Context: an optimization exercise on an open-source flow, tuned for small area and a short achievable clock period. The choices shown serve that exercise and are no tape-out recipe.
Where RTL was checked, it was by simulation tests only, not by an equivalence proof against the original.
Only the layout flow was run in runs 1 to 3; the RTL was not checked for function there.

## design/flow/config.mk

```make
export PLATFORM = sky130hd
export DESIGN_NAME = srpt_grant_top
export DESIGN_NICKNAME = srpt_grant_top
export VERILOG_FILES = /design/flow/design.v
export SDC_FILE = /design/flow/constraint.sdc
export NUM_CORES = 4
export LEC_CHECK = 0
export CAP_MARGIN = 20
export CORE_MARGIN = 2
export CORE_UTILIZATION = 30
export PLACE_DENSITY = 0.45
export SLEW_MARGIN = 20
```

## design/flow/constraint.sdc

```tcl
create_clock -name core_clock -period 9.0 [get_ports {ap_clk}]
set_input_delay 1.8000 -clock core_clock [delete_from_list [all_inputs] [get_ports {ap_clk}]]
set_output_delay 1.8000 -clock core_clock [all_outputs]
set_load 0.01 [all_outputs]
```

## design/flow/design.v

```verilog
`timescale 1ns/1ps
`default_nettype none
module srpt_swap_cell (
   input  wire logic [40:0] upper_i,
   input  wire logic [40:0] lower_i,
   output logic             below_o,
   output logic      [40:0] merged_o
);
   localparam logic [2:0] prio_update_block = 3'd1;
   localparam logic [2:0] prio_invalidate   = 3'd2;
   localparam logic [2:0] prio_unblock      = 3'd3;
   localparam logic [2:0] prio_empty        = 3'd4;
   localparam logic [2:0] prio_blocked      = 3'd5;
   localparam logic [2:0] prio_active       = 3'd6;
   logic same_peer_c;
   logic same_rpc_c;
   function automatic logic key_lt(input logic [12:0] a, input logic [12:0] b);
      logic [15:0] lt;
      logic [15:0] gt;
      lt = {3'b000, ~a & b};
      gt = {3'b000, a & ~b};
      for (int w = 8; w >= 1; w = w / 2) begin
         for (int i = 0; i < w; i++) begin
            lt[i] = lt[2*i+1] | (~gt[2*i+1] & lt[2*i]);
            gt[i] = gt[2*i+1] | (~lt[2*i+1] & gt[2*i]);
         end
      end
      key_lt = lt[0];
   endfunction
   assign below_o = key_lt({upper_i[2:0], ~upper_i[12:3]}, {lower_i[2:0], ~lower_i[12:3]});
   assign same_peer_c = (upper_i[40:27] == lower_i[40:27]);
   assign same_rpc_c  = same_peer_c && (upper_i[26:13] == lower_i[26:13]);
   always_comb begin
      merged_o = lower_i;
      if ((upper_i[2:0] == prio_update_block) && same_rpc_c) begin
         merged_o[12:3] = upper_i[12:3];
         merged_o[2:0]  = prio_blocked;
      end else if ((upper_i[2:0] == prio_update_block) && same_peer_c) begin
         merged_o[2:0] = prio_blocked;
      end else if ((upper_i[2:0] == prio_unblock) && same_peer_c) begin
         merged_o[2:0] = prio_active;
      end else if ((upper_i[2:0] == prio_invalidate) && same_rpc_c) begin
         merged_o[2:0] = prio_empty;
      end
   end
endmodule
`default_nettype wire
`timescale 1ns/1ps
`default_nettype none
module srpt_queue (
   input  wire logic        ap_clk,
   input  wire logic        ap_rst,
   input  wire logic        push_i,
   input  wire logic [40:0] push_entry_i,
   output logic      [40:0] q0_o,
   output logic      [2:0]  head_prio_o
);
   localparam logic [40:0] empty_entry = {38'd0, 3'd4};
   logic [40:0] q [8];
   logic        t_below;
   logic [40:0] t_merged;
   logic        t_rb;
   logic [40:0] t_upper;
   logic [40:0] e1;
   srpt_swap_cell u_top (.upper_i(push_entry_i), .lower_i(q[0]), .below_o(t_below), .merged_o(t_merged));
   assign t_rb    = push_i & t_below;
   assign t_upper = t_rb ? t_merged : push_entry_i;
   assign e1      = t_rb ? push_entry_i : q[0];
   logic [40:0] au [1:3];
   logic [40:0] al [1:3];
   for (genvar k = 1; k <= 3; k++) begin : g_a
      logic        rb;
      logic [40:0] m;
      srpt_swap_cell u_a (.upper_i(q[2*k-1]), .lower_i(q[2*k]), .below_o(rb), .merged_o(m));
      assign au[k] = rb ? m : q[2*k-1];
      assign al[k] = rb ? q[2*k-1] : q[2*k];
   end
   logic [40:0] bu [4];
   logic [40:0] bl [4];
   logic        brb [4];
   logic [40:0] bm [4];
   assign bu[0] = e1;
   assign bl[0] = au[1];
   for (genvar k = 1; k <= 2; k++) begin : g_bin
      assign bu[k] = al[k];
      assign bl[k] = au[k+1];
   end
   assign bu[3] = al[3];
   assign bl[3] = q[7];
   for (genvar k = 0; k < 4; k++) begin : g_b
      srpt_swap_cell u_b (.upper_i(bu[k]), .lower_i(bl[k]), .below_o(brb[k]), .merged_o(bm[k]));
   end
   logic [40:0] n [8];
   assign n[0] = push_i ? t_upper : (brb[0] ? bm[0] : bu[0]);
   for (genvar k = 0; k < 4; k++) begin : g_odd
      assign n[2*k+1] = (push_i ^ brb[k]) ? bu[k] : (push_i ? bm[k] : bl[k]);
   end
   for (genvar k = 0; k < 3; k++) begin : g_even
      assign n[2*k+2] = push_i ? (brb[k] ? bu[k] : bl[k])
                               : (brb[k+1] ? bm[k+1] : bu[k+1]);
   end
   always_ff @(posedge ap_clk) begin
      for (int i = 0; i < 8; i++) begin
         q[i] <= ap_rst ? empty_entry : n[i];
      end
   end
   assign q0_o        = q[0];
   assign head_prio_o = n[0][2:0];
endmodule
`default_nettype wire
`timescale 1ns/1ps
`default_nettype none
module grant_match (
   input  wire logic [79:0]      hdr_i,
   input  wire logic [3:0]       occupied_i,
   input  wire logic [4*28-1:0]  slot_ids_i,
   input  wire logic [4*3-1:0]   head_prios_i,
   output logic                  peer_hit_o,
   output logic      [1:0]       peer_slot_o,
   output logic                  rpc_hit_o,
   output logic      [1:0]       rpc_slot_o,
   output logic                  open_hit_o,
   output logic      [1:0]       open_slot_o
);
   localparam logic [2:0] prio_active = 3'd6;
   logic [3:0] peer_eq_c;
   logic [3:0] rpc_eq_c;
   logic [3:0] open_c;
   function automatic logic [1:0] first_set(input logic [3:0] vec);
      first_set = vec[0] ? 2'd0 : vec[1] ? 2'd1 : vec[2] ? 2'd2 : vec[3] ? 2'd3 : 2'd0;
   endfunction
   always_comb begin
      for (int s = 0; s < 4; s++) begin
         peer_eq_c[s] = occupied_i[s] && (slot_ids_i[s*28+14 +: 14] == hdr_i[79:66]);
         rpc_eq_c[s]  = peer_eq_c[s] && (slot_ids_i[s*28 +: 14] == hdr_i[65:52]);
         open_c[s]    = !occupied_i[s] && (head_prios_i[s*3 +: 3] == prio_active);
      end
   end
   assign peer_hit_o  = |peer_eq_c;
   assign peer_slot_o = first_set(peer_eq_c);
   assign rpc_hit_o   = |rpc_eq_c;
   assign rpc_slot_o  = first_set(rpc_eq_c);
   assign open_hit_o  = |open_c;
   assign open_slot_o = first_set(open_c);
endmodule
`default_nettype wire
`timescale 1ns/1ps
`default_nettype none
module grant_ctrl (
   input  wire logic                ap_clk,
   input  wire logic                ap_rst,
   input  wire logic                hdr_valid_i,
   input  wire logic [79:0]         hdr_i,
   output logic                     hdr_read_o,
   input  wire logic                grant_full_i,
   output logic                     grant_write_o,
   output logic      [40:0]         grant_o,
   input  wire logic [4*41-1:0]     q0s_i,
   input  wire logic [4*3-1:0]      head_prios_i,
   output logic                     push_o,
   output logic      [4*41-1:0]     push_entries_o
);
   localparam logic [2:0] prio_update       = 3'd0;
   localparam logic [2:0] prio_update_block = 3'd1;
   localparam logic [2:0] prio_invalidate   = 3'd2;
   localparam logic [2:0] prio_unblock      = 3'd3;
   localparam logic [2:0] prio_blocked      = 3'd5;
   localparam logic [2:0] prio_active       = 3'd6;
   logic [3:0]      occ_q;
   logic [27:0]     slot_id_q [4];
   logic [4*28-1:0] slot_ids_c;
   logic            pend_push_q;
   logic            pend_grant_q;
   logic            pend_hdr_q;
   logic [3:0]      pend_sel_q;
   logic [37:0]     hdr_data_q;
   logic            hdr_first_q;
   logic            hdr_need_q;
   logic [3:0]      hdr_blk_q;
   logic        peer_hit;
   logic [1:0]  peer_slot;
   logic        rpc_hit;
   logic [1:0]  rpc_slot;
   logic        open_hit;
   logic [1:0]  open_slot;
   logic        need_c;
   logic        first_c;
   logic [9:0]  hdr_grantable_c;
   logic        hdr_first_c;
   logic        hdr_later_c;
   logic        grant_go_c;
   logic [37:0] launch_c;
   always_comb begin
      launch_c = '0;
      for (int s = 0; s < 4; s++) begin
         launch_c = launch_c | ({38{pend_sel_q[s]}} & q0s_i[s*41+3 +: 38]);
      end
   end
   always_comb begin
      for (int s = 0; s < 4; s++) begin
         slot_ids_c[s*28 +: 28] = pend_sel_q[s] ? q0s_i[s*41+13 +: 28] : slot_id_q[s];
      end
   end
   grant_match u_grant_match (
      .hdr_i        (hdr_i),
      .occupied_i   (occ_q),
      .slot_ids_i   (slot_ids_c),
      .head_prios_i (head_prios_i),
      .peer_hit_o   (peer_hit),
      .peer_slot_o  (peer_slot),
      .rpc_hit_o    (rpc_hit),
      .rpc_slot_o   (rpc_slot),
      .open_hit_o   (open_hit),
      .open_slot_o  (open_slot)
   );
   assign hdr_read_o = hdr_valid_i;
   assign need_c          = (hdr_i[51:42] > hdr_i[41:32]);
   assign first_c         = (hdr_i[31:0] == 32'd0);
   assign hdr_grantable_c = hdr_i[51:42] - hdr_i[41:32];
   assign hdr_first_c = hdr_valid_i && first_c && need_c;
   assign hdr_later_c = hdr_valid_i && !first_c && rpc_hit;
   assign grant_go_c  = !hdr_valid_i && !grant_full_i && open_hit;
   assign grant_o = {launch_c, prio_active};
   assign push_o = pend_push_q;
   always_comb begin
      for (int s = 0; s < 4; s++) begin
         push_entries_o[s*41+3 +: 38] = launch_c | ({38{pend_hdr_q}} & hdr_data_q);
         if (pend_grant_q) begin
            push_entries_o[s*41 +: 3] = pend_sel_q[s] ? prio_update : prio_update_block;
         end else if (hdr_first_q) begin
            push_entries_o[s*41 +: 3] = hdr_blk_q[s] ? prio_blocked : prio_active;
         end else begin
            push_entries_o[s*41 +: 3] = hdr_need_q ? prio_unblock : prio_invalidate;
         end
      end
   end
   always_ff @(posedge ap_clk) begin
      hdr_data_q  <= {hdr_i[79:52], hdr_grantable_c};
      hdr_first_q <= first_c;
      hdr_need_q  <= need_c;
      for (int s = 0; s < 4; s++) begin
         hdr_blk_q[s] <= peer_hit && (peer_slot != s[1:0]);
         slot_id_q[s] <= slot_ids_c[s*28 +: 28];
      end
      if (ap_rst) begin
         occ_q         <= '0;
         pend_push_q   <= 1'b0;
         pend_grant_q  <= 1'b0;
         pend_hdr_q    <= 1'b0;
         pend_sel_q    <= '0;
         grant_write_o <= 1'b0;
      end else begin
         pend_push_q   <= hdr_first_c || hdr_later_c || grant_go_c;
         pend_grant_q  <= grant_go_c;
         pend_hdr_q    <= hdr_valid_i;
         grant_write_o <= grant_go_c;
         for (int s = 0; s < 4; s++) begin
            pend_sel_q[s] <= grant_go_c && (open_slot == s[1:0]);
            if (grant_go_c && (open_slot == s[1:0])) begin
               occ_q[s] <= 1'b1;
            end
            if (hdr_later_c && (rpc_slot == s[1:0])) begin
               occ_q[s] <= 1'b0;
            end
         end
      end
   end
endmodule
`default_nettype wire
`timescale 1ns/1ps
`default_nettype none
module srpt_grant_top (
   input  wire logic        ap_clk,
   input  wire logic        ap_rst,
   input  wire logic        hdr_valid_i,
   input  wire logic [79:0] hdr_i,
   output logic             hdr_read_o,
   input  wire logic        grant_full_i,
   output logic             grant_write_o,
   output logic      [40:0] grant_o
);
   logic            push;
   logic [4*41-1:0] push_entries;
   logic [4*41-1:0] q0s;
   logic [4*3-1:0]  head_prios;
   grant_ctrl u_grant_ctrl (
      .ap_clk         (ap_clk),
      .ap_rst         (ap_rst),
      .hdr_valid_i    (hdr_valid_i),
      .hdr_i          (hdr_i),
      .hdr_read_o     (hdr_read_o),
      .grant_full_i   (grant_full_i),
      .grant_write_o  (grant_write_o),
      .grant_o        (grant_o),
      .q0s_i          (q0s),
      .head_prios_i   (head_prios),
      .push_o         (push),
      .push_entries_o (push_entries)
   );
   for (genvar s = 0; s < 4; s++) begin : g_queue
      srpt_queue u_srpt_queue (
         .ap_clk       (ap_clk),
         .ap_rst       (ap_rst),
         .push_i       (push),
         .push_entry_i (push_entries[s*41 +: 41]),
         .q0_o         (q0s[s*41 +: 41]),
         .head_prio_o  (head_prios[s*3 +: 3])
      );
   end
endmodule
`default_nettype wire
```

## design/flow/run.sh

```bash
#!/bin/bash
# synth_recipe.tcl (not shown) runs the flow's synth.tcl, then flattens the netlist and writes it again
# the make line also repeats each setting of config.mk as NAME=value (left out here)
make -C /OpenROAD-flow-scripts/flow DESIGN_CONFIG=/design/flow/config.mk WORK_HOME=/design/flow/orfs CLKGATE_MAP_FILE= SYNTH_SCRIPT=/design/flow/synth_recipe.tcl finish
```

==> metrics.md, run 1 <==
| Metric | Value |
|---|---|
| WHS Endpoint | `g_queue[2].u_srpt_queue.q[7][2]` |
| FF-to-FF path depth | `19` |
| Antenna violations before repair | `30` |
| Clock skew | `slightly above 0.06 ns` |
| Area after DPL | `approximately 100000 µm²` |
| CTS buffer count | `189` |
| Slew HR | `23.9%` |
| WHS Path Cells | `2` |
| Final setup vio count | `0` |
| Worst setup margin | `1.63 ns` |
| Sink Count | `1479` |
| # IOs | `127` |
| Initial drt markers | `8283` |
| Row count | `roughly 210` |
| WP data required | `9.71 ns` |
| Post-synth EDFFs | `0` |
| Netlist cell types | `124` |
| Die height | `575 µm` |
| Nets | `roughly 12000` |
| Post-Place Setup Slack | `~1.7 ns` |
| DRT Pass-1 Iters | `7` |
| Worst path arrival time | `slightly above 8 ns` |
| Worst r2r dst | `g_queue[1].u_srpt_queue.q[1][3]` |
| Async S/R FF share, synth | `0%` |
| Setup TNS | `0 ns` |
| TritonCTS clock tree | `built` |
| Max-slew violations | `0` |
| Post_cts resized | `0` |
| Seq/Total Area, Yosys | `between 30% and 40%` |
| Die width | `575 µm` |
| Mapped cell area | `97900 µm²` |
| Max Clk Rate | `~140 MHz` |
| Worst-path clk slew | `roughly 0.070 ns` |
| Core area | `325000 µm²` |
| Tmin final | `7.37 ns` |
| DP Wirelength | `around 280 mm` |
| Clk Latency, worst-skew pair | `0.89 ns` |
| Clk buf depth | `4` |
| Max Cap Viol | `0` |
| Hold buffer count at CTS | `0` |
| Crit path from | `u_grant_ctrl.pend_sel_q[1]` |
| Antenna viol nets, final | `0` |
| Yosys warns | `19` |
| Final Hold Viols | `0` |
| R2r setup slk | `1.63 ns` |
| Critical Path End Type | `flop` |
| Via Count | `92700` |
| Gate Count Post-Synth | `12400` |
| Register bit total from synthesis | `1479` |
| Final Cell Area | `109000 µm²` |
| Die area | `331000 µm²` |
| Main synth FF type | `dfxtp_1` |
| Layout cells sized above 1 | `9.20%` |
| Status | `timing/DRC/antenna clean` |
| Largest net degree at the start of global routing | `roughly 170` |
| DRC | `0` |
| Hold Path Class | `reg -> reg` |
| DRT Wirelength | `385 mm` |
| Worst-path cell chain | `buf_4, a222oi_1, and3_1, maj3_1, a22oi_1, nand2_1, buf_4, nor2_1, o221ai_1, a2111o_1, o2bb2ai_1, o211ai_1, a311o_1, and2_2, buf_4, nand2_1, o21a_1, mux2i_1, nor2_1` |
| All-Layer GR Usage | `about 22%` |
| Port bufs | `123` |
| Global-route wire length before repair | `between 500 and 600 mm` |
| H-Tree Depth | `4` |
| Final GP Congestion | `0.950` |
| GRT Residual Overflow | `0` |
| Period utilization | `about four fifths` |
| Post-Syn Area per Cell | `just under 8 µm²` |
| Vias in the first global route | `88700` |
| Crit start category | `flop` |
| Post-DR vias/cell | `5.60` |
| Worst setup path class | `reg -> reg` |
| CP most frequent cell | `buf_4` |
| Avg WL per Cell | `23.3 µm` |
| Crit path max fanout | `57` |
| Max incr delay on CP | `roughly 0.73 ns` |
| Syn-to-layout area delta | `11.5%` |
| Slowest CP cell | `nor2_1` |
| FF-to-FF Start | `u_grant_ctrl.pend_sel_q[1]` |
| RSZ-0062 raised after global routing | `false` |
| Root buffer cell | `clkbuf_16` |
| Worst Tran Pin Value | `1.14 ns` |
| # Post-CTS Setup Buffers | `0` |
| Min-delay src | `g_queue[2].u_srpt_queue.q[7][2]` |
| Initial Util | `30.2%` |
worst max-delay path, delay by kind of cell, from the launching register on:
family | cells | cell delay, ns
compound gates | 8 | 2.52
fa+ha+maj | 1 | 0.39
buf+inv | 3 | 1.23
flops | 1 | 0.48
mux | 1 | 0.24
simple gates | 6 | 2.28
layer usage:
metal / vias up / GRT usage, % / part of all wire (%)
met1: 45100 / 29.9 / 45
met5: - / 0 / 0.030
li1: 44100 / - / -
met3: 610 / 3.25 / 6.1
met2: 2851 / 36.1 / 45
met4: 16 / 7.64 / 3.4
layout by cell type, fill, tap and decap left out, types with 53 or more instances in the layout:
cell type / Yosys / routed
dfxtp_1: 1479 / 1473
mux2i_1: 877 / 876
nor2b_1: 158 / 158
o221ai_1: 54 / 54
nand4_1: 179 / 179
inv_1: 363 / 361
nor4_1: 129 / 128
a211oi_1: 611 / 611
nand2_1: 1225 / 1220
nor2_1: 1459 / 1449
o211ai_1: 73 / 73
buf_4: 23 / 212
mux2_2: 420 / 420
o22ai_1: 258 / 257
o21ai_0: 694 / 693
xnor2_1: 603 / 595
nand3_1: 183 / 183
and2_1: 55 / 53
a221oi_1: 64 / 64
a21oi_1: 846 / 837
a21o_1: 104 / 101
clkbuf_16: 0 / 190
maj3_1: 98 / 94
clkdlybuf4s50_1: 0 / 122
a22oi_1: 72 / 72
nand2b_1: 78 / 77
a31oi_1: 79 / 77
xor2_1: 404 / 404
nor3_1: 203 / 202
logic make-up after synthesis:
family	count (synthesis)	synth area share, %
other cells	2	0.00767
simple gates	3868	17.6
fa+ha+maj	121	1.29
mux	1312	14.0
buf+inv	1230	5.14
flops	1479	30.2
compound gates	3404	22.6
xor+xnor	1009	9.05
registers in the layout (all words and copies together) (netlist names):
register                    flops
u_grant_ctrl.hdr_blk_q          4
u_grant_ctrl.occ_q              4
u_grant_ctrl.pend_sel_q         4
u_grant_ctrl.grant_write_o      1
u_grant_ctrl.hdr_data_q        38
u_grant_ctrl.hdr_need_q         1
u_grant_ctrl.pend_hdr_q         1
g_queue.u_srpt_queue.q       1312
u_grant_ctrl.pend_push_q        1
u_grant_ctrl.slot_id_q        112
u_grant_ctrl.hdr_first_q        1
through the flow:
stage | util (%) | instances | hold WS [ns]
after detailed placement | 31.8 | 16200 | 0.465
final | 33.6 | 16600 | 0.478
after global placement | 31.8 | 16200 | 0.455
after floorplan | - | 12400 | 0.443
after global routing | 33.6 | 16600 | 0.495
after CTS | 33.6 | 16600 | 0.479
synthesized netlist by cell type (64+ instances only):
library cell	number	area [µm²]
buf_1	85	319
o211ai_1	73	548
a31oi_1	79	494
a211oi_1	611	4590
xnor2_1	603	5280
dfxtp_1	1479	29600
nand4_1	179	1120
nor4_1	129	807
a21o_1	104	781
inv_1	363	1360
nor3_1	203	1020
a221oi_1	64	561
xor2_1	404	3540
a21oi_1	846	4230
mux2i_1	877	8780
o22ai_1	258	1610
a22oi_1	72	541
clkbuf_1	535	2010
nor2b_1	158	988
nand3_1	183	916
nand2b_1	78	488
nor2_1	1459	5480
mux2_2	420	4730
buf_2	211	1060
maj3_1	98	981
nand2_1	1225	4600
o21ai_0	694	3470
worst max-delay path by stage:
stage	cells past startpoint	slack [ns]	end
CTS	18	1.73	g_queue[2].u_srpt_queue.q[0][31]
floorplan	24	3.12	g_queue[0].u_srpt_queue.q[7][10]
global route	19	1.05	g_queue[1].u_srpt_queue.q[1][3]
detailed placement	18	1.72	g_queue[2].u_srpt_queue.q[0][31]
finish	19	1.63	g_queue[1].u_srpt_queue.q[1][3]
global placement	19	1.79	g_queue[1].u_srpt_queue.q[1][8]
area by class of cell:
class | count | area (µm²)
fillers | 34000 | 215000
multi-input cells | 9717 | 63700
well taps | 4325 | 5410
diodes | 8 | 20.0
clock buffers | 279 | 5530
inverters | 364 | 1370
repair buffers | 346 | 3020
flip-flops and latches | 1479 | 29600
clock inverters | 50 | 508
==> run 2: changes to the inputs <==
--- a/design/flow/design.v
+++ b/design/flow/design.v
@@ -44,6 +44,31 @@
       end
    end
 endmodule
+module srpt_key_cmp #(
+   parameter int unsigned width_p = 13
+) (
+   input  wire logic [width_p-1:0] a_i,
+   input  wire logic [width_p-1:0] b_i,
+   output logic                    lt_o,
+   output logic                    gt_o
+);
+   logic [31:0] lt;
+   logic [31:0] gt;
+   always_comb begin
+      lt = '0;
+      gt = '0;
+      lt[width_p-1:0] = ~a_i & b_i;
+      gt[width_p-1:0] = a_i & ~b_i;
+      for (int w = 16; w >= 1; w = w / 2) begin
+         for (int i = 0; i < w; i++) begin
+            lt[i] = lt[2*i+1] | (~gt[2*i+1] & lt[2*i]);
+            gt[i] = gt[2*i+1] | (~lt[2*i+1] & gt[2*i]);
+         end
+      end
+   end
+   assign lt_o = lt[0];
+   assign gt_o = gt[0];
+endmodule
 `default_nettype wire
 `timescale 1ns/1ps
 `default_nettype none
@@ -52,18 +77,19 @@
    input  wire logic        ap_rst,
    input  wire logic        push_i,
    input  wire logic [40:0] push_entry_i,
+   input  wire logic        top_below_i,
    output logic      [40:0] q0_o,
    output logic      [2:0]  head_prio_o
 );
    localparam logic [40:0] empty_entry = {38'd0, 3'd4};
    logic [40:0] q [8];
-   logic        t_below;
+   logic        t_below_unused;
    logic [40:0] t_merged;
    logic        t_rb;
    logic [40:0] t_upper;
    logic [40:0] e1;
-   srpt_swap_cell u_top (.upper_i(push_entry_i), .lower_i(q[0]), .below_o(t_below), .merged_o(t_merged));
-   assign t_rb    = push_i & t_below;
+   srpt_swap_cell u_top (.upper_i(push_entry_i), .lower_i(q[0]), .below_o(t_below_unused), .merged_o(t_merged));
+   assign t_rb    = top_below_i;
    assign t_upper = t_rb ? t_merged : push_entry_i;
    assign e1      = t_rb ? push_entry_i : q[0];
    logic [40:0] au [1:3];
@@ -158,7 +184,8 @@
    input  wire logic [4*41-1:0]     q0s_i,
    input  wire logic [4*3-1:0]      head_prios_i,
    output logic                     push_o,
-   output logic      [4*41-1:0]     push_entries_o
+   output logic      [4*41-1:0]     push_entries_o,
+   output logic      [3:0]          top_below_o
 );
    localparam logic [2:0] prio_update       = 3'd0;
    localparam logic [2:0] prio_update_block = 3'd1;
@@ -174,9 +201,8 @@
    logic            pend_hdr_q;
    logic [3:0]      pend_sel_q;
    logic [37:0]     hdr_data_q;
-   logic            hdr_first_q;
-   logic            hdr_need_q;
-   logic [3:0]      hdr_blk_q;
+   logic [2:0]      hdr_prio_q [4];
+   logic [2:0]      hdr_prio_c [4];
    logic        peer_hit;
    logic [1:0]  peer_slot;
    logic        rpc_hit;
@@ -227,19 +253,60 @@
          push_entries_o[s*41+3 +: 38] = launch_c | ({38{pend_hdr_q}} & hdr_data_q);
          if (pend_grant_q) begin
             push_entries_o[s*41 +: 3] = pend_sel_q[s] ? prio_update : prio_update_block;
-         end else if (hdr_first_q) begin
-            push_entries_o[s*41 +: 3] = hdr_blk_q[s] ? prio_blocked : prio_active;
          end else begin
-            push_entries_o[s*41 +: 3] = hdr_need_q ? prio_unblock : prio_invalidate;
+            push_entries_o[s*41 +: 3] = hdr_prio_q[s];
+         end
+      end
+   end
+   logic [3:0] hdr_below_c;
+   logic [3:0] grant_below_c;
+   logic       g_gt_c [4][4];
+   for (genvar s = 0; s < 4; s++) begin : g_hdr_cmp
+      logic lt_unused;
+      srpt_key_cmp #(.width_p(13)) u_cmp (
+         .a_i  ({hdr_prio_q[s], ~hdr_data_q[9:0]}),
+         .b_i  ({q0s_i[s*41 +: 3], ~q0s_i[s*41+3 +: 10]}),
+         .lt_o (hdr_below_c[s]),
+         .gt_o (lt_unused)
+      );
+   end
+   for (genvar a = 0; a < 4; a++) begin : g_pair_a
+      assign g_gt_c[a][a] = 1'b0;
+      for (genvar b = a + 1; b < 4; b++) begin : g_pair_b
+         srpt_key_cmp #(.width_p(10)) u_cmp (
+            .a_i  (q0s_i[a*41+3 +: 10]),
+            .b_i  (q0s_i[b*41+3 +: 10]),
+            .lt_o (g_gt_c[b][a]),
+            .gt_o (g_gt_c[a][b])
+         );
+      end
+   end
+   always_comb begin
+      for (int s = 0; s < 4; s++) begin
+         grant_below_c[s] = pend_sel_q[s] && (q0s_i[s*41 +: 3] != prio_update);
+         for (int o = 0; o < 4; o++) begin
+            if (o != s) begin
+               grant_below_c[s] = grant_below_c[s] || (pend_sel_q[o] &&
+                  ((q0s_i[s*41 +: 3] > prio_update_block) ||
+                   ((q0s_i[s*41 +: 3] == prio_update_block) && g_gt_c[o][s])));
+            end
+         end
+         top_below_o[s] = pend_push_q && (pend_grant_q ? grant_below_c[s] : hdr_below_c[s]);
+      end
+   end
+   always_comb begin
+      for (int s = 0; s < 4; s++) begin
+         if (first_c) begin
+            hdr_prio_c[s] = (peer_hit && (peer_slot != s[1:0])) ? prio_blocked : prio_active;
+         end else begin
+            hdr_prio_c[s] = need_c ? prio_unblock : prio_invalidate;
          end
       end
    end
    always_ff @(posedge ap_clk) begin
       hdr_data_q  <= {hdr_i[79:52], hdr_grantable_c};
-      hdr_first_q <= first_c;
-      hdr_need_q  <= need_c;
       for (int s = 0; s < 4; s++) begin
-         hdr_blk_q[s] <= peer_hit && (peer_slot != s[1:0]);
+         hdr_prio_q[s] <= hdr_prio_c[s];
          slot_id_q[s] <= slot_ids_c[s*28 +: 28];
       end
       if (ap_rst) begin
@@ -283,6 +350,7 @@
    logic [4*41-1:0] push_entries;
    logic [4*41-1:0] q0s;
    logic [4*3-1:0]  head_prios;
+   logic [3:0]      top_below;
    grant_ctrl u_grant_ctrl (
       .ap_clk         (ap_clk),
       .ap_rst         (ap_rst),
@@ -295,7 +363,8 @@
       .q0s_i          (q0s),
       .head_prios_i   (head_prios),
       .push_o         (push),
-      .push_entries_o (push_entries)
+      .push_entries_o (push_entries),
+      .top_below_o    (top_below)
    );
    for (genvar s = 0; s < 4; s++) begin : g_queue
       srpt_queue u_srpt_queue (
@@ -303,6 +372,7 @@
          .ap_rst       (ap_rst),
          .push_i       (push),
          .push_entry_i (push_entries[s*41 +: 41]),
+         .top_below_i  (top_below[s]),
          .q0_o         (q0s[s*41 +: 41]),
          .head_prio_o  (head_prios[s*3 +: 3])
       );
==> metrics.md, run 2 <==
| Metric | Value |
|---|---|
| # IOs | `127` |
| Global-route wire length before repair | `610 mm` |
| Synth Area in Adders | `1.67%` |
| Worst setup margin | `1.40 ns` |
| Top reg by flops | `g_queue.u_srpt_queue.q` |
| Largest family of logic cells by synthesized area | `compound AO/OA/AOI/OAI gates` |
| Post-synth EDFFs | `0` |
| Tmin final | `7.60 ns` |
| Clk buf depth | `4` |
| Gate Count Post-Synth | `~13000` |
| Worst-path cell chain | `inv_1, maj3_1, a211oi_1, o21ai_0, a41oi_1, nor3_2, buf_4, nor2_1, o21ai_0, a22oi_1, o221ai_1, o211ai_1, a31oi_1, nor2_4, buf_4, nand2_1, o21ai_0, a221oi_1` |
| RSZ-0062 raised after global routing | `false` |
| Layout cells sized above 1 | `8.44%` |
| R2r setup slk | `1.40 ns` |
| WHS Endpoint | `g_queue[0].u_srpt_queue.q[7][3]` |
| Initial Util | `30.1%` |
| DP Wirelength | `304 mm` |
| Hold Path Class | `reg -> reg` |
| DRC | `0` |
| Top-count cell post-synth | `dfxtp_1` |
| Post_cts resized | `0` |
| Synth Area in Simple Gates | `16.9%` |
| Antenna viol nets, final | `0` |
| CTS buffer count | `192` |
| Port bufs | `123` |
| DRT Pass-1 Iters | `6` |
| # fillers | `34300` |
| Worst path arrival time | `8.32 ns` |
| Initial drt markers | `8785` |
| Vias in the first global route | `90200` |
| Netlist cell types | `roughly 120` |
| Final setup vio count | `0` |
| Max Clk Rate | `132 MHz` |
| Share of the synthesized area in the top cell type | `30.2%` |
| Failing Checks | `slew limit` |
| FF-to-FF Start | `g_queue[3].u_srpt_queue.q[0][8]` |
| Die height | `576 µm` |
| Max-slew violations | `48` |
| Root buffer cell | `clkbuf_16` |
| DRT Wirelength | `between 400 and 500 mm` |
| Async S/R FF share, synth | `0%` |
| WP data required | `9.73 ns` |
| Max FFs per register | `1312` |
| Final GP Congestion | `1.03` |
| Worst r2r dst | `g_queue[2].u_srpt_queue.q[0][20]` |
| Synth Area in Compound Gates | `24.1%` |
| Max incr delay on CP | `around 0.82 ns` |
| Post-Syn Area per Cell | `7.85 µm²` |
| All-Layer GR Usage | `24.0%` |
| Die width | `approximately 580 µm` |
| Hold buffer count at CTS | `0` |
| Crit path max fanout | `50` |
| Leading registers by flop count | `g_queue.u_srpt_queue.q x1312, u_grant_ctrl.slot_id_q x112, u_grant_ctrl.hdr_data_q x38` |
| H-Tree Depth | `4` |
| Yosys top cell by area | `dfxtp_1` |
| Die area | `332000 µm²` |
| Multiplexer area fraction after synthesis | `between 10% and 20%` |
| WHS Path Cells | `2` |
| Avg WL per Cell | `roughly 25 µm` |
| Final Hold Viols | `0` |
| Top cells by area, synth | `dfxtp_1, mux2i_1, xnor2_1, a211oi_1, nor2_1` |
| Crit start category | `flop` |
| Via Count | `94400` |
| Synth Area in XOR/XNOR | `8.84%` |
| Commonest cells in the netlist | `dfxtp_1, nor2_1, nand2_1, a21oi_1, mux2i_1` |
| Yosys warns | `28` |
| TritonCTS clock tree | `built` |
| Worst-path clk slew | `0.06 ns` |
| Period utilization | `a little over four fifths` |
| # Post-CTS Setup Buffers | `0` |
| Antenna violations before repair | `30` |
| GRT Residual Overflow | `0` |
| Post-Place Setup Slack | `1.81 ns` |
| Mapped cell area | `98300 µm²` |
| Slew HR | `-2.03%` |
| Most common cell after layout, fill and taps aside | `dfxtp_1` |
| Clock skew | `0.0865 ns` |
| Syn-to-layout area delta | `11.8%` |
| Row count | `210` |
| Core area | `327000 µm²` |
| FF-to-FF path depth | `18` |
| Seq/Total Area, Yosys | `30.2%` |
| Max Cap Viol | `0` |
| Largest net degree at the start of global routing | `around 170` |
| Most frequent cells in the layout | `dfxtp_1, nor2_1, nand2_1` |
| Status | `complete, but fails checks` |
| Clk Latency, worst-skew pair | `approximately 0.91 ns` |
| Sink Count | `1482` |
| Hold slack final | `0.485 ns` |
| Nets | `12300` |
| Register bit total from synthesis | `1482` |
| Main synth FF type | `dfxtp_1` |
| Setup TNS | `0 ns` |
| Post-DR vias/cell | `between 5 and 6` |
| Critical Path End Type | `flop` |
| CP most frequent cell | `o21ai_0` |
| Min-delay src | `g_queue[0].u_srpt_queue.q[7][3]` |
| Worst Tran Pin Value | `1.53 ns` |
| Slowest CP cell | `nor2_1` |
| Worst setup path class | `reg -> reg` |
==> run 2: through the flow <==
| stage | util (%) | instances | instance area [µm²] |
|---|---|---|---|
| floorplan | - | 12500 | 98300 |
| global placement | 31.7 | 16300 | 104000 |
| detailed placement | 31.7 | 16300 | 104000 |
| CTS | 33.6 | 16700 | 110000 |
| global route | 33.6 | 16700 | 110000 |
| finish | 33.6 | 16700 | 110000 |
==> run 2: layer usage <==
metal	vias up	part of all wire [%]	GRT usage, %
met5	-	0.040	0
met4	26	3.4	7.89
met3	655	7.5	4.91
met2	3229	43	37.0
met1	46000	46	33.1
li1	44500	-	-
==> run 2: cell families after synthesis <==
group                    count (synthesis)
multiplexers                          1223
flip-flops                            1482
AO/OA/AOI/OAI                         3653
other                                    2
buffers and inverters                 1340
XOR/XNOR                               991
AND/OR/NAND/NOR                       3669
adder cells (fa/ha/maj)                159
==> run 2: how the worst max path moves through the flow <==
| stage | startpoint | to | slack [ns] | depth (start not counted) |
|---|---|---|---|---|
| floorplan | g_queue[3].u_srpt_queue.q[5][0] | g_queue[3].u_srpt_queue.q[7][8] | 3.10 | 23 |
| global placement | g_queue[3].u_srpt_queue.q[0][8] | g_queue[2].u_srpt_queue.q[0][37] | 1.78 | 18 |
| detailed placement | g_queue[3].u_srpt_queue.q[0][6] | g_queue[2].u_srpt_queue.q[0][20] | 1.81 | 18 |
| CTS | g_queue[3].u_srpt_queue.q[0][6] | g_queue[2].u_srpt_queue.q[0][20] | 1.77 | 18 |
| global route | g_queue[3].u_srpt_queue.q[0][8] | g_queue[2].u_srpt_queue.q[0][36] | 0.98 | 18 |
| finish | g_queue[3].u_srpt_queue.q[0][8] | g_queue[2].u_srpt_queue.q[0][20] | 1.40 | 18 |
==> run 2: cell type report <==
type                            instances  area (µm²)  area share (%)
Multi-Input combinational cell       9698       63800            58.1
Sequential cell                      1482       29700            27.0
Clock buffer                          293        5690            5.18
Tap cell                             4346        5440            4.95
Timing Repair Buffer                  345        2990            2.72
Inverter                              474        1790            1.63
Clock inverter                         40         465           0.424
Antenna cell                           12        30.0          0.0273
==> run 2: critical path, delay by kind of cell, from the launching register on <==
family          cells  cell delay, ns
buf+inv             3            0.99
flops               1            0.68
simple gates        4            2.13
compound gates     10            3.11
fa+ha+maj           1            0.44
==> run 3: changes to the inputs <==
--- a/design/flow/config.mk
+++ b/design/flow/config.mk
@@ -5,8 +5,8 @@
 export SDC_FILE = /design/flow/constraint.sdc
 export NUM_CORES = 4
 export LEC_CHECK = 0
-export CAP_MARGIN = 20
+export CAP_MARGIN = 50
 export CORE_MARGIN = 2
 export CORE_UTILIZATION = 30
 export PLACE_DENSITY = 0.45
-export SLEW_MARGIN = 20
+export SLEW_MARGIN = 70
==> metrics.md, run 3 <==
| Metric | Value |
|---|---|
| Initial Util | `30.1%` |
| Max FFs per register | `1312` |
| Core area | `327000 µm²` |
| Antenna violations before repair | `33` |
| Sink Count | `around 1500` |
| Max Cap Viol | `0` |
| Port bufs | `123` |
| Row count | `210` |
| Global-route wire length before repair | `615 mm` |
| Crit start category | `flop` |
| WP data required | `9.82 ns` |
| Clock skew | `~0.11 ns` |
| Yosys warns | `28` |
| DP Wirelength | `312 mm` |
| Via Count | `95700` |
| Gate Count Post-Synth | `12500` |
| Nets | `12500` |
| Post-synth EDFFs | `0` |
| Main synth FF type | `dfxtp_1` |
| Avg WL per Cell | `24.8 µm` |
| Final setup vio count | `0` |
| Crit path max fanout | `42` |
| DRT Wirelength | `419 mm` |
| Area after DPL | `109000 µm²` |
| Hold Path Class | `reg -> reg` |
| Max-slew violations | `0` |
| Commonest cells in the netlist | `dfxtp_1, nor2_1, nand2_1, a21oi_1, mux2i_1` |
| Final Cell Area | `117000 µm²` |
| WHS Path Cells | `2` |
| Antenna viol nets, final | `0` |
| Top reg by flops | `g_queue.u_srpt_queue.q` |
| Worst Tran Pin Value | `0.522 ns` |
| # Post-CTS Setup Buffers | `0` |
| H-Tree Depth | `4` |
| All-Layer GR Usage | `24.2%` |
| Initial drt markers | `approximately 8500` |
| Die width | `576 µm` |
| R2r setup slk | `2.63 ns` |
| GRT Residual Overflow | `0` |
| Die area | `332000 µm²` |
| Period utilization | `a little over two thirds` |
| Status | `timing/DRC/antenna clean` |
| TritonCTS clock tree | `built` |
| Worst path arrival time | `slightly above 7 ns` |
| FF-to-FF path depth | `19` |
| Slew HR | `65.1%` |
| # IOs | `between 100 and 150` |
| Final Hold Viols | `0` |
| Post_cts resized | `0` |
| CTS buffer count | `195` |
| Hold buffer count at CTS | `0` |
| Die height | `576 µm` |
| DRT Pass-1 Iters | `9` |
| Clk Latency, worst-skew pair | `0.93 ns` |
| Syn-to-layout area delta | `18.8%` |
| Vias in the first global route | `91300` |
| Max Clk Rate | `157 MHz` |
| Final GP Congestion | `roughly 1.0` |
| Top cells by area, synth | `dfxtp_1, mux2i_1, xnor2_1, a211oi_1, nor2_1` |
| Root buffer cell | `clkbuf_16` |
| Most frequent cells in the layout | `dfxtp_1, nor2_1, nand2_1` |
| Most common cell after layout, fill and taps aside | `dfxtp_1` |
| Largest net degree at the start of global routing | `80` |
| Worst setup margin | `between 2 and 3 ns` |
| Post-Syn Area per Cell | `~8 µm²` |
| Top-count cell post-synth | `dfxtp_1` |
| Post-DR vias/cell | `roughly 5.7` |
| Critical Path End Type | `flop` |
| Async S/R FF share, synth | `0%` |
| FF-to-FF Start | `g_queue[1].u_srpt_queue.q[0][8]` |
| Layout cells sized above 1 | `15.8%` |
| Min-delay src | `g_queue[0].u_srpt_queue.q[7][3]` |
| RSZ-0062 raised after global routing | `false` |
| Mapped cell area | `98300 µm²` |
| Hold slack final | `0.485 ns` |
| Worst-path clk slew | `0.07 ns` |
| Register bit total from synthesis | `1482` |
| WHS Endpoint | `g_queue[0].u_srpt_queue.q[7][3]` |
| Worst setup path class | `reg -> reg` |
| Setup TNS | `0 ns` |
| Seq/Total Area, Yosys | `30.2%` |
| DRC | `0` |
| Clk buf depth | `4` |
| Post-Place Setup Slack | `2.74 ns` |
| Worst r2r dst | `u_grant_ctrl.grant_write_o` |
| Share of the synthesized area in the top cell type | `between 30% and 40%` |
| Yosys top cell by area | `dfxtp_1` |
| Leading registers by flop count | `g_queue.u_srpt_queue.q x1312, u_grant_ctrl.slot_id_q x112, u_grant_ctrl.hdr_data_q x38` |
| Netlist cell types | `116` |
| Tmin final | `6.37 ns` |
run 3: cell counts after synthesis:
No cell type changed its count.
run 3: area by class of cell:
type / count / area [µm²]
fillers: 33700 / 210000
multi-input cells: 9698 / 67400
flip-flops and latches: 1482 / 29700
repair buffers: 530 / 5760
clock buffers: 291 / 5740
well taps: 4346 / 5440
inverters: 474 / 1800
clock inverters: 62 / 912
diodes: 8 / 20.0
run 3: metrics by stage:
stage                     cells  util [%]
final                     16900      35.8
after global routing      16900      35.8
after CTS                 16900      35.3
after detailed placement  16500      33.3
after global placement    16300      31.7
after floorplan           12500         -
run 3: worst max-delay path: stages (launching register included):
cell	delay, ns
dfxtp_2	0.50
inv_1	0.29
maj3_1	0.42
a211oi_1	0.34
o21ai_0	0.19
a32oi_1	0.37
or3_1	0.28
nand2_2	0.11
buf_8	0.21
buf_12	0.22
a21oi_1	0.38
xor2_1	0.19
nand4_1	0.14
or4_1	0.73
o21a_1	0.25
o211ai_1	0.21
o221ai_1	0.21
a2111o_1	0.66
and4bb_2	0.33
nor2_1	0.15
run 3: worst max-delay path by stage:
stage                                    startpoint                                to  slack, ns
floorplan           g_queue[3].u_srpt_queue.q[5][0]   g_queue[3].u_srpt_queue.q[7][8]       3.10
global placement    g_queue[3].u_srpt_queue.q[0][8]  g_queue[2].u_srpt_queue.q[0][37]       1.78
detailed placement  g_queue[2].u_srpt_queue.q[0][4]        u_grant_ctrl.grant_write_o       2.74
CTS                 g_queue[2].u_srpt_queue.q[0][4]        u_grant_ctrl.grant_write_o       2.76
global route        g_queue[0].u_srpt_queue.q[0][5]  g_queue[0].u_srpt_queue.q[1][38]       2.48
finish              g_queue[1].u_srpt_queue.q[0][8]        u_grant_ctrl.grant_write_o       2.63
run 3: cell families after synthesis:
logic type / share of synthesized area [%]
simple gates: 16.9
compound gates: 24.1
flops: 30.2
buf+inv: 5.44
mux: 12.9
xor+xnor: 8.84
fa+ha+maj: 1.67
other cells: 0.00764
run 3: metal layers:
layer / global-route usage [%] / wire length (µm) / share of wire [%] / up-vias
li1: - / - / - / 44900
met1: 33.5 / 192000 / 46 / 46900
met2: 37.2 / 181000 / 43 / 3218
met3: 4.77 / 31700 / 7.6 / 675
met4: 8.13 / 14600 / 3.5 / 16
met5: 0 / 124 / 0.030 / -
==> run 4: changes to the inputs <==
--- a/design/flow/design.v
+++ b/design/flow/design.v
@@ -119,7 +119,7 @@
    logic [40:0] n [8];
    assign n[0] = push_i ? t_upper : (brb[0] ? bm[0] : bu[0]);
    for (genvar k = 0; k < 4; k++) begin : g_odd
-      assign n[2*k+1] = (push_i ^ brb[k]) ? bu[k] : (push_i ? bm[k] : bl[k]);
+      assign n[2*k+1] = brb[k] ? (push_i ? bm[k] : bu[k]) : (push_i ? bu[k] : bl[k]);
    end
    for (genvar k = 0; k < 3; k++) begin : g_even
       assign n[2*k+2] = push_i ? (brb[k] ? bu[k] : bl[k])
==> metrics.md, run 4 <==
| Metric | Value |
|---|---|
| Worst setup path class | `reg -> reg` |
| Post_cts resized | `0` |
| Worst-path clk slew | `0.06 ns` |
| Final Hold Viols | `0` |
| Port bufs | `123` |
| Status | `timing/DRC/antenna clean` |
| Period utilization | `69.7%` |
| DRC | `0` |
| GRT Residual Overflow | `0` |
| Max-slew violations | `0` |
| Register bit total from synthesis | `~1500` |
| Leading registers by flop count | `g_queue.u_srpt_queue.q x1312, u_grant_ctrl.slot_id_q x112, u_grant_ctrl.hdr_data_q x38` |
| Worst Tran Pin Value | `0.534 ns` |
| WP data required | `9.83 ns` |
| CTS buffer count | `192` |
| Worst-path cell chain | `inv_1, o311ai_2, a21oi_1, o221ai_1, nor2_1, o311ai_2, a21boi_2, buf_4, nor2_4, buf_4, a21oi_1, xnor2_1, or4_1, o41a_1, o21a_1, a2111oi_4, a2111oi_4, clkdlybuf4s15_2, buf_2, a211o_1, o31ai_2` |
| Gate Count Post-Synth | `12700` |
| Post-Syn Area per Cell | `7.82 µm²` |
| Seq/Total Area, Yosys | `29.8%` |
| # fillers | `34800` |
| Clock skew | `0.0600 ns` |
| Initial drt markers | `~8200` |
| Yosys top cell by area | `dfxtp_1` |
| Root buffer cell | `clkbuf_16` |
| Async S/R FF share, synth | `0%` |
| Setup TNS | `0 ns` |
| Slew HR | `around 64%` |
| Avg WL per Cell | `24.4 µm` |
| All-Layer GR Usage | `roughly a quarter` |
| Mapped cell area | `~100000 µm²` |
| Layout cells sized above 1 | `between 15 and 20%` |
| TritonCTS clock tree | `built` |
| Share of the synthesized area in the top cell type | `29.8%` |
| Main synth FF type | `dfxtp_1` |
| WL met2 | `181 mm` |
| Critical Path End Type | `flop` |
| DRT Wirelength | `419 mm` |
| Finished Layout Cells | `between 15000 and 20000` |
| Die height | `580 µm` |
| Row count | `about 210` |
| Hold Path Class | `reg -> reg` |
| Top cells by area, synth | `dfxtp_1, mux2i_1, nor2_1, mux2_2, a21oi_1` |
| Tmin final | `6.27 ns` |
| Worst setup margin | `roughly 2.7 ns` |
| Crit path max fanout | `27` |
| Final setup vio count | `0` |
| Most common cell after layout, fill and taps aside | `dfxtp_1` |
| Commonest cells in the netlist | `dfxtp_1, nor2_1, nand2_1, a21oi_1, mux2i_1` |
| Vias in the first global route | `89600` |
| Global-route wire length before repair | `613 mm` |
| Hold buffer count at CTS | `0` |
| Max FFs per register | `between 1000 and 1500` |
| Top reg by flops | `g_queue.u_srpt_queue.q` |
| Most frequent cells in the layout | `dfxtp_1, nor2_1, nand2_1` |
| Yosys warns | `28` |
| Clk buf depth | `4` |
| Sink Count | `1482` |
| Post-DR vias/cell | `5.53` |
| Worst path arrival time | `just over 7 ns` |
| Met3 routed WL | `a little over 30 mm` |
| Max Cap Viol | `0` |
| # IOs | `127` |
| Die area | `337000 µm²` |
| RSZ-0062 raised after global routing | `false` |
| H-Tree Depth | `4` |
| DRT Pass-1 Iters | `7` |
| Placed insts | `16700` |
| Antenna viol nets, final | `0` |
| Max Clk Rate | `159 MHz` |
| Max incr delay on CP | `0.60 ns` |
| DP Wirelength | `313 mm` |
| Clk Latency, worst-skew pair | `0.93 ns` |
| Final GP Congestion | `1.01` |
| Antenna violations before repair | `33` |
| Syn-to-layout area delta | `18.0%` |
| Nets | `12700` |
| Highest metal used | `met5` |
| Post-Place Setup Slack | `2.92 ns` |
| Via Count | `about 95000` |
| WL met1 | `approximately 190 mm` |
| Largest net degree at the start of global routing | `81` |
| Netlist cell types | `126` |
| Initial Util | `a little under a third` |
| Top-count cell post-synth | `dfxtp_1` |
| Die width | `580 µm` |
| Slowest CP cell | `or4_1` |
| Core area | `331000 µm²` |
| Crit start category | `flop` |
| Post-synth EDFFs | `0` |
| # Post-CTS Setup Buffers | `0` |
[run 4: changes by cell type after synthesis, moves of 40 or more]
cell,before,now
a211oi_1,650,609
a21oi_1,914,957
a221oi_1,77,33
buf_2,129,205
clkbuf_1,631,524
inv_1,470,412
mux2_2,358,426
mux2i_1,865,742
nand2_1,1149,1190
nand2b_1,107,204
nand3_1,160,215
o21ai_0,755,672
o22ai_1,310,350
or2_2,14,59
[run 4: critical path, delay by kind of cell, from the launching register on]
family / cells / cell delay (ns)
AO/OA/AOI/OAI: 12 / 3.17
flip-flops: 1 / 0.55
buffers and inverters: 5 / 1.33
XOR/XNOR: 1 / 0.16
AND/OR/NAND/NOR: 3 / 0.97
[run 4: cell type report]
type | instances | area (µm²) | area share, %
Tap cell | 4366 | 5460 | 4.65
Multi-Input combinational cell | 9949 | 68500 | 58.2
Sequential cell | 1482 | 29800 | 25.3
Antenna cell | 21 | 52.6 | 0.0447
Clock buffer | 288 | 5740 | 4.88
Timing Repair Buffer | 544 | 5770 | 4.91
Inverter | 421 | 1590 | 1.35
Clock inverter | 55 | 687 | 0.584
[run 4: stage by stage]
step                hold WS (ns)  utilization, %  area [µm²]
detailed placement         0.472            33.2      110000
global placement           0.469            31.7      105000
floorplan                  0.435               -       99600
CTS                        0.485            35.2      116000
global route               0.496            35.5      117000
finish                     0.481            35.6      118000
[run 4: cells by family after synthesis]
family                   count (synthesis)  synth area share [%]
AND/OR/NAND/NOR                       4007                  18.6
AO/OA/AOI/OAI                         3628                  23.5
flip-flops                            1482                  29.8
buffers and inverters                 1308                  5.46
multiplexers                          1190                  12.6
XOR/XNOR                               967                  8.50
adder cells (fa/ha/maj)                154                  1.62
other                                    2               0.00754
[run 4: routing by layer]
metal  global-route usage [%]  vias to the layer above
li1                         -                    45600
met1                     32.8                    45600
met2                     36.6                     2875
met3                     4.76                      618
met4                     8.05                        8
met5                        0                        -
[run 4: worst paths after layout]
check | slack, ns | endpoint | cells after the start | start
min reg2reg | 0.48 | g_queue[1].u_srpt_queue.q[7][12] | 2 | g_queue[1].u_srpt_queue.q[7][12]
max reg2reg | 2.73 | u_grant_ctrl.occ_q[3] | 21 | g_queue[2].u_srpt_queue.q[0][7]
min | 0.48 | g_queue[1].u_srpt_queue.q[7][12] | 2 | g_queue[1].u_srpt_queue.q[7][12]
max | 2.73 | u_grant_ctrl.occ_q[3] | 21 | g_queue[2].u_srpt_queue.q[0][7]
==> run 5: changes to the inputs <==
--- a/design/flow/config.mk
+++ b/design/flow/config.mk
@@ -9,4 +9,5 @@
 export CORE_MARGIN = 2
 export CORE_UTILIZATION = 30
 export PLACE_DENSITY = 0.45
+export SETUP_SLACK_MARGIN = 2.9
 export SLEW_MARGIN = 70
==> metrics.md, run 5 <==
| Metric | Value |
|---|---|
| Clock skew | `approximately 0.064 ns` |
| Status | `timing/DRC/antenna clean` |
| Syn-to-layout area delta | `18.2%` |
| Critical Path End Type | `flop` |
| GRT Residual Overflow | `0` |
| Layout cells sized above 1 | `16.6%` |
| Setup TNS | `0 ns` |
| Netlist cell types | `roughly 130` |
| Share of the synthesized area in the top cell type | `between 20% and 30%` |
| FF-to-FF path depth | `18` |
| Top-count cell post-synth | `dfxtp_1` |
| Initial Util | `30.1%` |
| Yosys top cell by area | `dfxtp_1` |
| Worst r2r dst | `u_grant_ctrl.occ_q[3]` |
| Post-synth EDFFs | `0` |
| Final Hold Viols | `0` |
| Worst path arrival time | `6.80 ns` |
| Mapped cell area | `99600 µm²` |
| Max Clk Rate | `167 MHz` |
| Root buffer cell | `clkbuf_16` |
| Top reg by flops | `g_queue.u_srpt_queue.q` |
| Gate Count Post-Synth | `about 13000` |
| Post-DR vias/cell | `5.55` |
| TritonCTS clock tree | `built` |
| Slew HR | `59.2%` |
| FF-to-FF Start | `u_grant_ctrl.hdr_data_q[4]` |
| Die area | `337000 µm²` |
| Post-Syn Area per Cell | `7.82 µm²` |
| DP Wirelength | `313 mm` |
| Most frequent cells in the layout | `dfxtp_1, nor2_1, nand2_1` |
| Max-slew violations | `0` |
| WHS Path Cells | `2` |
| Final GP Congestion | `1.01` |
| WP data required | `9.83 ns` |
| H-Tree Depth | `4` |
| Top cells by area, synth | `dfxtp_1, mux2i_1, nor2_1, mux2_2, a21oi_1` |
| Crit path max fanout | `23` |
| Row count | `211` |
| All-Layer GR Usage | `23.7%` |
| Max FFs per register | `1312` |
| Crit start category | `flop` |
| Via Count | `95100` |
| # fillers | `between 30000 and 40000` |
| Max Cap Viol | `0` |
| Worst-path clk slew | `0.07 ns` |
| Port bufs | `123` |
| Tmin final | `around 6 ns` |
| Worst setup path class | `reg -> reg` |
| Most common cell after layout, fill and taps aside | `dfxtp_1` |
| Antenna violations before repair | `33` |
| Final setup vio count | `0` |
| DRC | `0` |
| CTS buffer count | `roughly 190` |
| Worst Tran Pin Value | `0.612 ns` |
| Largest net degree at the start of global routing | `81` |
| Avg WL per Cell | `approximately 24 µm` |
| Vias in the first global route | `89600` |
| Main synth FF type | `dfxtp_1` |
| Yosys warns | `28` |
| R2r setup slk | `3.03 ns` |
| DRT Pass-1 Iters | `6` |
| Period utilization | `between 60% and 70%` |
| Register bit total from synthesis | `around 1500` |
| Async S/R FF share, synth | `0%` |
| Clk buf depth | `4` |
| Antenna viol nets, final | `0` |
| RSZ-0062 raised after global routing | `false` |
| Hold Path Class | `reg -> reg` |
| Hold slack final | `~0.48 ns` |
| WHS Endpoint | `g_queue[1].u_srpt_queue.q[7][12]` |
| # IOs | `127` |
| DRT Wirelength | `419 mm` |
| Die width | `580 µm` |
| Commonest cells in the netlist | `dfxtp_1, nor2_1, nand2_1, a21oi_1, mux2i_1` |
| Die height | `580 µm` |
| Core area | `331000 µm²` |
| Final Cell Area | `118000 µm²` |
| Area after DPL | `approximately 110000 µm²` |
| Hold buffer count at CTS | `0` |
| Initial drt markers | `8170` |
| Seq/Total Area, Yosys | `between 20 and 30%` |
| Leading registers by flop count | `g_queue.u_srpt_queue.q x1312, u_grant_ctrl.slot_id_q x112, u_grant_ctrl.hdr_data_q x38` |
| Nets | `approximately 13000` |
| Global-route wire length before repair | `slightly above 600 mm` |
| Sink Count | `1482` |
| Final Util | `35.6%` |
| Min-delay src | `g_queue[1].u_srpt_queue.q[7][12]` |
| Clk Latency, worst-skew pair | `0.94 ns` |
run 5: kinds of logic (layout without fill, tap and decap cells):
| group | Yosys count | count (layout) | share of synthesized area, % |
|---|---|---|---|
| adders and majority gates | 154 | 154 | 1.62 |
| muxes | 1190 | 1190 | 12.6 |
| and+or+nand+nor | 4007 | 4008 | 18.6 |
| other | 2 | 25 | 0.00754 |
| AOI/OAI and AO/OA | 3628 | 3629 | 23.5 |
| DFF | 1482 | 1482 | 29.8 |
| buffers and inverters | 1308 | 1313 | 5.46 |
| xor gates and xnor gates | 967 | 967 | 8.50 |
run 5: area by class of cell:
class	count	area, µm²	share of cell area, %
Antenna cell	22	55.1	0.0468
Clock buffer	288	5740	4.87
Clock inverter	55	687	0.584
Inverter	421	1590	1.35
Multi-Input combinational cell	9951	68600	58.2
Sequential cell	1482	29800	25.3
Tap cell	4366	5460	4.64
Timing Repair Buffer	549	5830	4.95
run 5: worst max path at each step:
stage / start / end / slack [ns] / cells past startpoint
after floorplan: g_queue[0].u_srpt_queue.q[6][3] / g_queue[0].u_srpt_queue.q[7][9] / 3.76 / 22
after global placement: g_queue[0].u_srpt_queue.q[0][12] / g_queue[0].u_srpt_queue.q[1][3] / 2.02 / 17
after detailed placement: g_queue[2].u_srpt_queue.q[0][7] / u_grant_ctrl.occ_q[3] / 2.92 / 19
after CTS: u_grant_ctrl.hdr_data_q[3] / u_grant_ctrl.occ_q[3] / 2.92 / 18
after global routing: u_grant_ctrl.hdr_data_q[3] / g_queue[0].u_srpt_queue.q[1][3] / 2.92 / 22
final: u_grant_ctrl.hdr_data_q[4] / u_grant_ctrl.occ_q[3] / 3.03 / 18
run 5: metrics by stage:
| step | worst slack (ns) | instances |
|---|---|---|
| after floorplan | 3.76 | 12700 |
| after global placement | 2.02 | 16600 |
| after detailed placement | 2.92 | 16700 |
| after CTS | 2.92 | 17100 |
| after global routing | 2.92 | 17100 |
| final | 3.03 | 17100 |
run 5: layer usage:
| layer | global-route usage, % | part of all wire [%] | vias up | routed length [µm] |
|---|---|---|---|---|
| met4 | 8.05 | 3.8 | 8 | 15900 |
| met3 | 4.75 | 7.3 | 641 | 30600 |
| met1 | 32.8 | 46 | 45700 | 191000 |
| met2 | 36.6 | 43 | 3034 | 181000 |
| li1 | - | - | 45600 | - |
| met5 | 0 | 0.013 | - | 56 |
run 5: repair_timing:
item | in CTS | in global routing
pin swaps | 0 | 8
resized for setup | 4 | 29
gates cloned | 0 | 2
setup endpoints to repair | 1 | 52
setup buffers | 0 | 5
run 5: critical path: stages (launching register included):
cell,delay [ns]
dfxtp_1,0.58
inv_1,0.30
o221ai_1,0.34
nor4b_2,0.11
o31a_1,0.31
or3_2,0.66
buf_4,0.32
a21oi_1,0.22
a21oi_2,0.08
xnor2_1,0.13
or4_1,0.60
o41a_1,0.44
o21a_1,0.22
a2111oi_4,0.47
a2111oi_4,0.05
clkdlybuf4s15_2,0.28
buf_2,0.18
a211o_1,0.35
o31ai_2,0.24
==> run 6: changes to the inputs <==
--- a/design/flow/config.mk
+++ b/design/flow/config.mk
@@ -9,5 +9,5 @@
 export CORE_MARGIN = 2
 export CORE_UTILIZATION = 30
 export PLACE_DENSITY = 0.45
-export SETUP_SLACK_MARGIN = 2.9
+export SETUP_SLACK_MARGIN = 3.4
 export SLEW_MARGIN = 70
==> metrics.md, run 6 <==
| Metric | Value |
|---|---|
| Tmin final | `5.57 ns` |
| Clock skew | `~0.062 ns` |
| GRT Residual Overflow | `0` |
| Async S/R FF share, synth | `0%` |
| Slowest CP cell | `or4_4` |
| Worst path arrival time | `6.37 ns` |
| Row count | `~210` |
| Final Util | `36.2%` |
| TritonCTS clock tree | `built` |
| WHS Endpoint | `g_queue[1].u_srpt_queue.q[7][3]` |
| Clk Latency, worst-skew pair | `0.91 ns` |
| Worst setup path class | `reg -> reg` |
| WP data required | `9.80 ns` |
| Global-route wire length before repair | `a little over 600 mm` |
| DRC | `0` |
| Syn-to-layout area delta | `20.1%` |
| Antenna violations before repair | `38` |
| CTS buffer count | `between 150 and 200` |
| Slew HR | `63.9%` |
| Post-synth EDFFs | `0` |
| Port bufs | `123` |
| RSZ-0062 raised after global routing | `true` |
| Top reg by flops | `g_queue.u_srpt_queue.q` |
| Seq/Total Area, Yosys | `29.8%` |
| Post-Place Setup Slack | `2.92 ns` |
| Layout cells sized above 1 | `18.1%` |
| H-Tree Depth | `4` |
| R2r setup slk | `3.43 ns` |
| Worst Tran Pin Value | `0.538 ns` |
| Netlist cell types | `126` |
| Setup TNS | `0 ns` |
| Worst r2r dst | `u_grant_ctrl.occ_q[1]` |
| Post-Syn Area per Cell | `7.82 µm²` |
| Register bit total from synthesis | `1482` |
| Most common cell after layout, fill and taps aside | `dfxtp_1` |
| Min-delay src | `g_queue[1].u_srpt_queue.q[7][3]` |
| Max incr delay on CP | `around 0.56 ns` |
| Hold buffer count at CTS | `0` |
| Initial drt markers | `8419` |
| Antenna viol nets, final | `0` |
| Finished Layout Cells | `between 15000 and 20000` |
| Crit path max fanout | `11` |
| Worst setup margin | `3.43 ns` |
| Gate Count Post-Synth | `between 10000 and 15000` |
| Vias in the first global route | `89800` |
| Share of the synthesized area in the top cell type | `29.8%` |
| WHS Path Cells | `2` |
| Crit start category | `flop` |
| Final setup vio count | `0` |
| DRT Wirelength | `425 mm` |
| FF-to-FF path depth | `20` |
| Worst-path cell chain | `buf_6, inv_1, maj3_1, nand2_1, nand3_2, a311oi_4, buf_4, nor2_2, a32o_1, maj3_2, or4_4, o31ai_4, clkbuf_4, buf_2, a22o_1, a211oi_2, nor4_4, and2b_1, a21oi_1, a211oi_1` |
| Max Cap Viol | `0` |
| Leading registers by flop count | `g_queue.u_srpt_queue.q x1312, u_grant_ctrl.slot_id_q x112, u_grant_ctrl.hdr_data_q x38` |
| Clk buf depth | `4` |
| DP Wirelength | `313 mm` |
| Final Hold Viols | `0` |
| Period utilization | `61.8%` |
| Crit path max-delay family | `compound AO/OA/AOI/OAI gates` |
| Die area | `337000 µm²` |
| Hold Path Class | `reg -> reg` |
| Avg WL per Cell | `24.7 µm` |
| Top cells by area, synth | `dfxtp_1, mux2i_1, nor2_1, mux2_2, a21oi_1` |
| Worst Path Buf+Inv | `5` |
| Largest net degree at the start of global routing | `81` |
| Initial Util | `30.1%` |
| Die height | `580 µm` |
| Max-slew violations | `0` |
| Final GP Congestion | `around 1.0` |
| Nets | `12800` |
| Placed insts | `16700` |
| Critical Path End Type | `flop` |
| FF-to-FF Start | `g_queue[1].u_srpt_queue.q[0][6]` |
| Root buffer cell | `clkbuf_16` |
| Sink Count | `1482` |
| Yosys top cell by area | `dfxtp_1` |
| Commonest cells in the netlist | `dfxtp_1, nor2_1, nand2_1, a21oi_1, mux2i_1` |
| Die width | `580 µm` |
| Worst-path clk slew | `0.06 ns` |
| Post-DR vias/cell | `around 5.6` |
| Top-count cell post-synth | `dfxtp_1` |
| Max FFs per register | `1312` |
| Max Clk Rate | `between 150 and 200 MHz` |
| DRT Pass-1 Iters | `6` |
| Crit path from | `g_queue[1].u_srpt_queue.q[0][6]` |
| # IOs | `127` |
| Yosys warns | `28` |
| Mapped cell area | `~100000 µm²` |
| All-Layer GR Usage | `23.8%` |
| Core area | `roughly 330000 µm²` |
| Status | `timing/DRC/antenna clean` |
| Most frequent cells in the layout | `dfxtp_1, nor2_1, nand2_1` |
| Via Count | `95700` |
| Main synth FF type | `dfxtp_1` |
run 6: cell types whose count changed in the layout (fill, tap and decap cells not counted), sizes merged, moves of 2 or more:
cell	before	now
inv	424	421
clkbuf	306	312
clkinvlp	7	10
diode	22	19
nand2	1194	1196
buf	425	520
run 6: cells by family (layout without fill, tap and decap cells):
logic type / count (synthesis) / after routing / synth area share [%]
compound gates: 3628 / 3632 / 23.5
xor+xnor: 967 / 967 / 8.50
fa+ha+maj: 154 / 154 / 1.62
buf+inv: 1308 / 1414 / 5.46
flops: 1482 / 1482 / 29.8
mux: 1190 / 1190 / 12.6
other cells: 2 / 22 / 0.00754
simple gates: 4007 / 4011 / 18.6
run 6: metal layers:
layer,track usage (%),vias to the layer above,part of all wire (%)
met1,32.9,46200,46
li1,-,45900,-
met2,36.7,2960,43
met4,8.14,14,3.8
met5,0,-,0.022
met3,4.72,636,7.3
run 6: through the flow:
step           hold WS [ns]  area [µm²]
2_1_floorplan         0.435       99600
3_3_place_gp          0.469      105000
3_5_place_dp          0.472      110000
4_1_cts               0.485      117000
5_1_grt               0.493      120000
6_report              0.482      120000
run 6: cell type report:
cell class | count | area (µm²)
Fill cell | 34600 | 211000
Multi-Input combinational cell | 9957 | 69200
Sequential cell | 1482 | 29900
Timing Repair Buffer | 650 | 7020
Clock buffer | 288 | 5740
Tap cell | 4366 | 5460
Inverter | 421 | 1610
Clock inverter | 55 | 687
Antenna cell | 19 | 47.5
run 6: worst max path at each step:
stage	endpoint	slack [ns]	cells after the start
6_report	u_grant_ctrl.occ_q[1]	3.43	20
5_1_grt	u_grant_ctrl.occ_q[1]	3.30	20
4_1_cts	u_grant_ctrl.occ_q[3]	3.37	21
3_5_place_dp	u_grant_ctrl.occ_q[3]	2.92	19
3_3_place_gp	g_queue[0].u_srpt_queue.q[1][3]	2.02	17
2_1_floorplan	g_queue[0].u_srpt_queue.q[7][9]	3.76	22
run 6: timing repair:
action                                 4_1_cts  5_1_grt
resized for setup                           69      221
buffers inserted                            18       79
cloned                                       3       16
endpoints found under the hold margin        0        0
setup endpoints to repair                  215      621
pin swaps                                   16       54
run 6: worst register-to-register path, delay by kind of cell (launching register included):
family / cells / cell delay [ns]
flops: 1 / 0.42
fa+ha+maj: 2 / 0.76
simple gates: 6 / 1.60
compound gates: 7 / 1.64
buf+inv: 5 / 1.05

static timing again, ports no longer ideal:
The flow's constraints put no driver on any port. The routed layouts listed below were extracted and timed again, unchanged, in two steps.
Step 1 assumes that a clkbuf_16 drives the clock port and a buf_2 every other input.
Step 2 also shifts input and output timing later by t, the mid clock arrival at the registers, as if the neighbouring blocks saw the same clock.
a / b / c = ideal / step 1 / step 2; a / b = the first two.
run	t, ns	setup WS [ns]	worst data-port slew with drivers (ns)
run 1	0.973	1.631 / 1.631 / 1.631	0.19
run 2	0.972	1.405 / 1.405 / 1.405	0.08
run 3	0.976	2.628 / 2.628 / 2.628	0.08
run 4	0.990	2.727 / 2.727 / 2.727	0.08
run 5	0.987	3.025 / 3.025 / 3.025	0.08
run 6	0.991	3.434 / 3.434 / 3.434	0.08
